This design comes from an exercise in tuning for small area on the open sky130 flow, not from production work. The RTL was checked by simulation tests, not by an equivalence proof against the original design. No driver is modelled on the clock port, so clocking that relies on it looks cheaper here than on a real chip.

==> flow/design.v <==
module rf_aoi3 (
    input  logic a0, b0, a1, b1, a2, b2,
    output logic y
);
    assign y = !((a0 && b0) || (a1 && b1) || (a2 && b2));
endmodule
module rf_ld (
    input  logic ld,
    input  logic hold,
    input  logic d,
    input  logic q,
    output logic y
);
    assign y = (ld && d) || (hold && q);
endmodule
module rf_nand4 (
    input  logic a, b, c, d,
    output logic y
);
    assign y = !(a && b && c && d);
endmodule
module rf_nand2 (
    input  logic a, b,
    output logic y
);
    assign y = !(a && b);
endmodule
module rf_nor2 (
    input  logic a, b,
    output logic y
);
    assign y = !(a || b);
endmodule
module rf_and4 (
    input  logic a, b, c, d,
    output logic y
);
    assign y = a && b && c && d;
endmodule
module rf_oai21 (
    input  logic a0, a1, b,
    output logic y
);
    assign y = !((a0 || a1) && b);
endmodule
module rf_ldsel (
    input  logic an, bn, rst,
    output logic ld, hold
);
    logic l;
    rf_nor2 u_ld   (.a(an), .b(bn), .y(l));
    rf_nor2 u_hold (.a(l), .b(rst), .y(hold));
    assign ld = l;
endmodule
module rf_rdbit #(
    parameter int N = 31
) (
    input  logic [N-1:0] d,
    input  logic [N-1:0] s,
    input  logic         byp,
    input  logic         nbyp,
    input  logic         w,
    output logic         y
);
    localparam int G = N / 3;
    logic [G-1:0] g;
    for (genvar k = 0; k < G; k++) begin : g_aoi
        rf_aoi3 u_aoi (
            .a0(s[3*k]),   .b0(d[3*k]),
            .a1(s[3*k+1]), .b1(d[3*k+1]),
            .a2(s[3*k+2]), .b2(d[3*k+2]),
            .y(g[k])
        );
    end
    if (N == 31) begin : g_t31
        logic n, a, p0, p1, z, bw;
        rf_nand2 u_n  (.a(s[30]), .b(d[30]), .y(n));
        rf_and4  u_a  (.a(g[0]), .b(g[1]), .c(g[2]), .d(g[3]), .y(a));
        rf_nand4 u_p0 (.a(a), .b(g[4]), .c(g[5]), .d(g[6]), .y(p0));
        rf_nand4 u_p1 (.a(g[7]), .b(g[8]), .c(g[9]), .d(n), .y(p1));
        rf_oai21 u_z  (.a0(p0), .a1(p1), .b(nbyp), .y(z));
        rf_nand2 u_bw (.a(byp), .b(w), .y(bw));
        rf_nand2 u_y  (.a(z), .b(bw), .y(y));
    end else begin : g_tn
        logic rest;
        always_comb begin
            rest = 1'b1;
            for (int j = 3*G; j < N; j++)
                rest = rest && !(s[j] && d[j]);
        end
        assign y = byp ? w : !(&g && rest);
    end
endmodule
module regfile_mp_sb #(
    parameter int DATA_W   = 32,
    parameter int ADDR_W   = 5,
    parameter int NREAD    = 2,
    parameter int ZERO_REG = 1,
    parameter int BYPASS   = 1
) (
    input  logic                    Clk,
    input  logic                    Reset,
    input  logic                    we,
    input  logic [ADDR_W-1:0]       wa,
    input  logic [DATA_W-1:0]       wd,
    input  logic [DATA_W/8-1:0]     wbe,
    input  logic [NREAD*ADDR_W-1:0] ra,
    output logic [NREAD*DATA_W-1:0] rdata,
    output logic [NREAD-1:0]        rready,
    input  logic                    iss_valid,
    input  logic [ADDR_W-1:0]       iss_rd,
    output logic [ADDR_W:0]         busy_cnt
);
    localparam int DEPTH = 2**ADDR_W;
    localparam int NB    = DATA_W/8;
    localparam int R0    = (ZERO_REG != 0) ? 1 : 0;    
    localparam int NR    = DEPTH - R0;                 
    logic [DATA_W-1:0] rf [DEPTH];
    logic [DEPTH-1:0]  busy;
    logic [DEPTH-1:0]  wdec, idec;
    logic              wr_ok, iss_ok, inc, dec;
    assign wr_ok  = we && !(ZERO_REG != 0 && wa == '0);
    assign iss_ok = iss_valid && !(ZERO_REG != 0 && iss_rd == '0);
    for (genvar r = 0; r < DEPTH; r++) begin : g_dec
        assign wdec[r] = (r >= R0) && we && !Reset && wa == ADDR_W'(r);
        assign idec[r] = (r >= R0) && iss_valid && iss_rd == ADDR_W'(r);
    end
    if (R0 == 1) begin : g_zero
        assign rf[0]   = '0;
        assign busy[0] = 1'b0;
    end
    for (genvar r = R0; r < DEPTH; r++) begin : g_row
        for (genvar i = 0; i < NB; i++) begin : g_byte
            logic       ld, hold;
            logic [7:0] q, nxt;
            rf_ldsel u_sel (.an(!wdec[r]), .bn(!wbe[i]), .rst(Reset), .ld(ld), .hold(hold));
            for (genvar b = 0; b < 8; b++) begin : g_bit
                rf_ld u_ld (.ld(ld), .hold(hold), .d(wd[8*i + b]), .q(q[b]), .y(nxt[b]));
            end
            always_ff @(posedge Clk)
                q <= nxt;
            assign rf[r][8*i +: 8] = q;
        end
        logic b;
        always_ff @(posedge Clk)
            if (Reset)
                b <= 1'b0;
            else
                b <= idec[r] || (b && !wdec[r]);
        assign busy[r] = b;
    end
    logic ib, wb, same;
    rf_rdbit #(.N(NR)) u_ib (
        .d(busy[DEPTH-1:R0]), .s(idec[DEPTH-1:R0]), .byp(!iss_valid), .nbyp(iss_valid),
        .w(!iss_valid), .y(ib)
    );
    rf_rdbit #(.N(NR)) u_wb (
        .d(busy[DEPTH-1:R0]), .s(wdec[DEPTH-1:R0]), .byp(!we), .nbyp(we), .w(we), .y(wb)
    );
    assign same = iss_rd == wa;
    assign inc  = iss_ok && !ib;
    assign dec  = wb && !(iss_ok && same);
    always_ff @(posedge Clk)
        if (Reset)
            busy_cnt <= '0;
        else
            busy_cnt <= busy_cnt + (ADDR_W+1)'(inc) - (ADDR_W+1)'(dec);
    localparam int LO_W = ADDR_W / 2;
    localparam int HI_W = ADDR_W - LO_W;
    for (genvar p = 0; p < NREAD; p++) begin : g_rd
        logic [ADDR_W-1:0]  a;
        logic [2**LO_W-1:0] lo_n;
        logic [2**HI_W-1:0] hi_n;
        logic               hit;
        logic [NB-1:0]      byp;
        assign a   = ra[p*ADDR_W +: ADDR_W];
        assign hit = BYPASS != 0 && wr_ok && wa == a;
        assign byp = {NB{hit}} & wbe;
        for (genvar k = 0; k < 2**LO_W; k++) begin : g_lo
            assign lo_n[k] = a[LO_W-1:0] != LO_W'(k);
        end
        for (genvar k = 0; k < 2**HI_W; k++) begin : g_hi
            assign hi_n[k] = a[ADDR_W-1:LO_W] != HI_W'(k);
        end
        for (genvar i = 0; i < NB; i++) begin : g_lane
            logic [NR-1:0] sel;
            for (genvar r = 0; r < NR; r++) begin : g_dec
                rf_nor2 u_dec (.a(lo_n[(r + R0) % (2**LO_W)]), .b(hi_n[(r + R0) / (2**LO_W)]),
                               .y(sel[r]));
            end
            for (genvar j = 8*i; j < 8*i + 8; j++) begin : g_bit
                logic [NR-1:0] col;
                for (genvar r = 0; r < NR; r++) begin : g_col
                    assign col[r] = rf[r + R0][j];
                end
                rf_rdbit #(.N(NR)) u_bit (
                    .d(col), .s(sel), .byp(byp[i]), .nbyp(!byp[i]), .w(wd[j]),
                    .y(rdata[p*DATA_W + j])
                );
            end
        end
        logic nb;
        rf_rdbit #(.N(NR)) u_busy (
            .d(busy[DEPTH-1:R0]), .s(g_lane[0].sel), .byp(hit), .nbyp(!hit), .w(!hit), .y(nb)
        );
        assign rready[p] = !nb;
    end
endmodule
Settings: LEC_CHECK=0, CAP_MARGIN=10, CORE_MARGIN=2, CORE_UTILIZATION=50, CTS_CLUSTER_DIAMETER=100, CTS_CLUSTER_SIZE=28, SLEW_MARGIN=10, SYNTH_HIERARCHICAL=1; clock period 8.0 ns.
standard.sh (not shown) runs the stock make flow with config.mk's settings and CLKGATE_MAP_FILE= SYNTH_SCRIPT=/design/flow/synth_recipe.tcl, a recipe that flattens the netlist after the stock synthesis.
==> flow/flow/run.sh <==
#!/bin/bash
# Layout flow: the standard ORFS flow (standard.sh, unchanged synthesis and steps) with
# two placement/CTS arguments changed:
#  - port buffers use the smallest buffer, sky130_fd_sc_hd__buf_1 (every port still gets one);
#  - clock tree synthesis clusters up to 28 sinks within 100 um per leaf buffer and inserts no
#    dummy loads.
set -euo pipefail
export BUFFER_PORTS_ARGS="-buffer_cell sky130_fd_sc_hd__buf_1"
export CTS_ARGS="-sink_clustering_enable -repair_clock_nets -dont_use_dummy_load -sink_clustering_size 28 -sink_clustering_max_diameter 100"
bash standard.sh > standard.log 2>&1
The starting point finished but failed the layout checks on antenna rules.
Edit:
--- a/flow/flow/run.sh
+++ b/flow/flow/run.sh
@@ -5 +5 @@
-#  - clock tree synthesis clusters up to 28 sinks within 100 um per leaf buffer and inserts no
+#  - clock tree synthesis clusters up to 30 sinks within 100 um per leaf buffer and inserts no
@@ -9 +9 @@
-export CTS_ARGS="-sink_clustering_enable -repair_clock_nets -dont_use_dummy_load -sink_clustering_size 28 -sink_clustering_max_diameter 100"
+export CTS_ARGS="-sink_clustering_enable -repair_clock_nets -dont_use_dummy_load -sink_clustering_size 30 -sink_clustering_max_diameter 100"
--- a/flow/config.mk
+++ b/flow/config.mk
@@ -8 +8 @@
-export CAP_MARGIN = 10
+export CAP_MARGIN = 0
@@ -12,2 +12,2 @@
-export CTS_CLUSTER_SIZE = 28
-export SLEW_MARGIN = 10
+export CTS_CLUSTER_SIZE = 30
+export SLEW_MARGIN = 0
With this change the flow passed the timing, design-rule and antenna checks.
Worst setup slack gets worse by 0.0065 ns.
Via count hardly moves.
Clock-buffer cell count goes down by 2.
Die area stays the same.

==> separate check: timing with driven ports <==
Ports are ideal in the flow. The routed layouts listed here were re-timed in OpenROAD. Step 1, drivers: a clkbuf_16 drives Clk and a buf_2 each remaining input, both assumed. Step 2, shift: input delay + t, output delay - t, t = (earliest + latest rising clock arrival at the registers) / 2. This alone moves slack from input paths to output paths. Three values: ideal ports, drivers, drivers and shift; two values: the first two.
run | shift t [ns] | slack for setup (ns) | worst hold slack (ns) | clock arrival spread, ns | worst data-port slew with drivers (ns)
the first run | 0.714 | 1.510 / 1.478 / 1.478 | 0.505 / 0.505 / 0.505 | 0.051 / 0.052 | 0.18
the second run | 0.704 | 1.504 / 1.471 / 1.471 | 0.506 / 0.506 / 0.506 | 0.039 / 0.040 | 0.20
The setup slack of the second run, which loses most, moves by -0.033 ns with the drivers and by -0.033 ns with both steps.
